This design comes from an exercise in tuning for small area, a short achievable clock period and few clock cycles per item on the open sky130 flow, not from production work.
Only simulation tests tie the RTL to the original design; equivalence was not proved.
Power and IR drop assume default switching activity.

== v41 ==
==> flow/design.v <==
package dmem_pkg;
  typedef enum logic [1:0] {IDLE, WAIT, RESP} state_t;
  localparam int WORD_BYTES = 4;
  localparam int WCOUNT_W = 16;
  function automatic logic [29:0] word_index(input logic [31:0] adr);
    word_index = adr[31:2];
  endfunction
endpackage
module dmem_array #(
  parameter int DEPTH = 64
) (
  input  logic             clk,
  input  logic [DEPTH-1:0] wsel,
  input  logic [31:0]      wdata,
  input  logic [DEPTH-1:0] rsel,
  output logic [31:0]      rdata
);
  logic [31:0] mem [DEPTH];
  always_ff @(posedge clk)
    for (int i = 0; i < DEPTH; i++)
      if (wsel[i]) mem[i] <= wdata;
  always_comb begin
    rdata = '0;
    for (int i = 0; i < DEPTH; i++)
      rdata = rdata | (mem[i] & {32{rsel[i]}});
  end
endmodule
module dmem_responder #(
  parameter int DEPTH = 64
) (
  input  logic                clk,
  input  logic                reset,
  input  logic                memread,
  input  logic                memwrite,
  input  logic [31:0]         dataadr,
  input  logic [31:0]         writedata,
  output logic [31:0]         readdata,
  output logic                ready,
  output logic                err,
  output logic [dmem_pkg::WCOUNT_W-1:0] wr_count,
  output logic [31:0]         last_wr_adr,
  output logic [31:0]         last_wr_data
);
  localparam int AW = $clog2(DEPTH);
  logic act, req, bad, ld_ok, st_ok;
  logic [AW-1:0] idx, last_idx;
  logic [DEPTH-1:0] dec, wsel, rsel;
  logic [31:0] rdata;
  always_comb begin
    req = memread | memwrite;
    bad = (memread & memwrite) | (|dataadr[1:0]) |
          (dataadr >= 32'(dmem_pkg::WORD_BYTES * DEPTH));
    ld_ok = act & memread & ~memwrite & ~bad;
    st_ok = act & memwrite & ~memread & ~bad;
    idx = dataadr[AW+1:2];
    for (int i = 0; i < DEPTH; i++) dec[i] = 32'(idx) == i;
    wsel = dec & {DEPTH{st_ok}};
    rsel = dec & {DEPTH{ld_ok}};
    ready = act & req;
    err = act & req & bad;
    readdata = rdata;
    last_wr_adr = 32'(last_idx) << 2;
  end
  dmem_array #(.DEPTH(DEPTH)) u_array (
    .clk(clk), .wsel(wsel), .wdata(writedata), .rsel(rsel), .rdata(rdata)
  );
  always_ff @(posedge clk or negedge reset) begin
    if (!reset) begin
      act <= 1'b0;
      wr_count <= '0;
      last_idx <= '0;
      last_wr_data <= '0;
    end else begin
      act <= 1'b1;
      if (st_ok) begin
        last_idx <= idx;
        last_wr_data <= writedata;
        wr_count <= (wr_count == '1) ? wr_count : wr_count + 1'b1;
      end
    end
  end
endmodule
clock: 5.0 ns
lec_check: 0
cap_margin: 20
core_margin: 2
core_utilization: 40
slew_margin: 20
run.sh (not shown) runs the stock make flow with config.mk's settings and CLKGATE_MAP_FILE= SYNTH_SCRIPT=/design/flow/synth_recipe.tcl, a recipe that flattens the netlist after the stock synthesis.
v41: flow complete, layout not clean; failing: setup timing
Testbench counts of v41, summed over its fixed seeds: cycles 16,000, accesses 16,000.
The following lists how v10 was set up differently from v41:
Settings: an added SETUP_SLACK_MARGIN of 0.3.
[summary]
Both conditions hold for v10: the flow ran to the end and the final layout passed the timing, DRC and antenna checks.
Placement-stage worst setup slack came out exactly the same in v41 and v10.
Going from v41 to v10, global-route wire length before repair grows by 0.98%.
Total routing usage reported by global routing ends up lower on v41.
From v41 to v10, die footprint did not move at all.
Diff v41 -> v10: share of total power in sequential cells flat, total power flat, leakage dissipation up 1.4%, post-route worst hold slack down 0.0033 ns.
Between v41 and v10, the flow reports wire length increasing slightly.
On final area, the higher figure sits with v10, not v41.
Looking at setup slack, v10 sits above v41.
Here is what was changed in the inputs of v24 compared with v10.
Settings: a change of SETUP_SLACK_MARGIN from 0.3 to 1.5.
==> flow/flow/run.sh (new file) <==
#!/bin/bash
# Standard synthesis unchanged, then the standard ORFS layout with sizing
# allowed to change a cell's footprint.
set -euo pipefail
cd "$(dirname "$0")/.."
bash standard.sh synth > synth.log 2>&1
bash standard.sh MATCH_CELL_FOOTPRINT=0 finish > layout.log 2>&1
==> flow/standard.sh (new file) <==
#!/bin/bash
# synth_recipe.tcl (not shown) runs the flow's synth.tcl, then flattens the netlist and writes it again
# the make line also repeats each setting of config.mk as NAME=value (left out here)
make -C /OpenROAD-flow-scripts/flow DESIGN_CONFIG=/design/flow/config.mk WORK_HOME=/design/flow/orfs CLKGATE_MAP_FILE= SYNTH_SCRIPT=/design/flow/synth_recipe.tcl "${@:-finish}"
removed: flow/run.sh
- Comparing v10 and v24, proportion of layout cells with a drive suffix above 1 is higher on v24.
- Relative to v10, v24 degrades worst setup slack after layout.
- Final wirelength of v24 exceeds that of v10 by a few percent.
- Timing, DRC, antenna: 0 failures across v10 and v24
- v24 ends up with higher part of the power in combinational logic than v10 does.
- | minimum hold slack | lower: v24 |
- v10 → v24: final area moved up, total power consumption of the routed design level.

---

dmem_responder, a different RTL version from the one above (not shown whole).
For scale: about 3400 cells after synthesis, roughly 2100 flip-flops, roughly 0.074 mm² of cells after synthesis.
Design dmem_responder, start of the top module:
module dmem_responder #(
  parameter int DEPTH = 64
) (
  input  logic                clk,
  input  logic                reset,
  input  logic                memread,
  input  logic                memwrite,
  input  logic [31:0]         dataadr,
  input  logic [31:0]         writedata,
  output logic [31:0]         readdata,
  output logic                ready,
  output logic                err,
  output logic [dmem_pkg::WCOUNT_W-1:0] wr_count,
  output logic [31:0]         last_wr_adr,
  output logic [31:0]         last_wr_data
);
Settings: LEC_CHECK=0, CAP_MARGIN=20, CORE_MARGIN=2, CORE_UTILIZATION=50, SETUP_SLACK_MARGIN=0.5, SLEW_MARGIN=20, SYNTH_HIERARCHICAL=1; clock period 5.0 ns.
standard.sh (not shown) runs the stock make flow with config.mk's settings and CLKGATE_MAP_FILE= SYNTH_SCRIPT=/design/flow/synth_recipe.tcl, a recipe that flattens the netlist after the stock synthesis.
==> flow/flow/run.sh <==
#!/bin/bash
# The standard synthesis unchanged, then the standard ORFS layout with:
# - port buffers of buf_2 rather than the library's pick (a delay cell),
# - no timing repair before placement (only the buffers ABC inserted are removed),
# - a clock tree of clkbuf_4/clkbuf_8 in clusters of at most 16 sinks, without dummy loads.
# Each tool's output goes to a log here; ORFS's own logs are under orfs/logs.
set -euo pipefail
cd "$(dirname "$0")/.."
bash standard.sh synth > synth.log 2>&1
bash standard.sh \
  REMOVE_ABC_BUFFERS=1 \
  "BUFFER_PORTS_ARGS=-buffer_cell sky130_fd_sc_hd__buf_2" \
  "CTS_ARGS=-sink_clustering_enable -repair_clock_nets -buf_list {sky130_fd_sc_hd__clkbuf_4 sky130_fd_sc_hd__clkbuf_8} -sink_clustering_size 16 -sink_clustering_max_diameter 60 -dont_use_dummy_load" \
  finish > layout.log 2>&1
Testbench counts at the start, summed over its fixed seeds: cycles 16,000, accesses 16,000.
Then changed:
==> flow/run.sh (new file) <==
#!/bin/bash
# synth_recipe.tcl (not shown) runs the flow's synth.tcl, then flattens the netlist and writes it again
# the make line also repeats each setting of config.mk as NAME=value (left out here)
make -C /OpenROAD-flow-scripts/flow DESIGN_CONFIG=/design/flow/config.mk WORK_HOME=/design/flow/orfs CLKGATE_MAP_FILE= SYNTH_SCRIPT=/design/flow/synth_recipe.tcl finish
Settings changed: CORE_UTILIZATION 50 to 40.
removed: flow/flow/run.sh
removed: flow/standard.sh
What happened:
- The changed run completed with no timing, DRC or antenna violations
- register-to-register slack improves by 0.07 ns
- sequential share of layout area is lower by 6.0 points
- power increases by 23%
- sequential power barely changes
- die area climbs by 25%
- synthesized area stays the same
- final cell count increases by 17%
- non-clock buffer count came out higher by 319
- sequential cell count does not change
- final area came out higher by 9.0%
Then changed:
Settings changed: CORE_UTILIZATION 40 to 50, CTS_BUF_LIST set to sky130_fd_sc_hd__clkbuf_4 sky130_fd_sc_hd__clkbuf_8, CTS_CLUSTER_DIAMETER set to 60, CTS_CLUSTER_SIZE set to 16.
Result: Synthesized cell count is unchanged; power is lower by about 16%; worst hold slack is worse by 0.18 ns; combinational power goes up by about 9%; setup slack got worse by 0.15 ns; non-clock buffer count came out higher by 108; design area is lower by about 3%; critical path depth stays the same; wire length climbs by about 5%; synthesized area does not change.

## afterwards: timing with drivers on the ports
Ports are ideal in the flow. The routed layouts listed here were re-timed in OpenROAD. Step 1, drivers: a clkbuf_16 drives clk and a buf_2 each remaining input, both assumed. Step 2 adds t to the input delays and takes it off the output delays; t is the mean of the earliest and latest rising clock arrival at the registers after step 1. Input paths then give back, and output paths get back, about the clock's delay inside the block. a / b / c = ideal ports / drivers / drivers and shift; a / b = the first two.
run	shift t [ns]	setup WS [ns]	worst setup path after step 2	slew at the worst register clock pin (ns)	cell pins on the clock port's net
v41	0.931	-0.010 / -0.032 / -0.032	input to output	0.07 / 0.07	1
v10	0.921	0.272 / 0.233 / 0.233	input to output	0.07 / 0.07	1
v24	0.941	0.117 / 0.060 / 0.060	input to output	0.07 / 0.07	1
the first run of note 2	0.988	0.373 / 0.312 / 0.312	input to output	0.11 / 0.11	1
the second run of note 2	0.921	0.488 / 0.427 / 0.260	input to register	0.07 / 0.07	1
the third run of note 2	1.014	0.338 / 0.284 / 0.284	input to output	0.11 / 0.11	1
The setup slack of the second run of note 2, which loses most, moves by -0.061 ns with the drivers and by -0.228 ns with both steps.
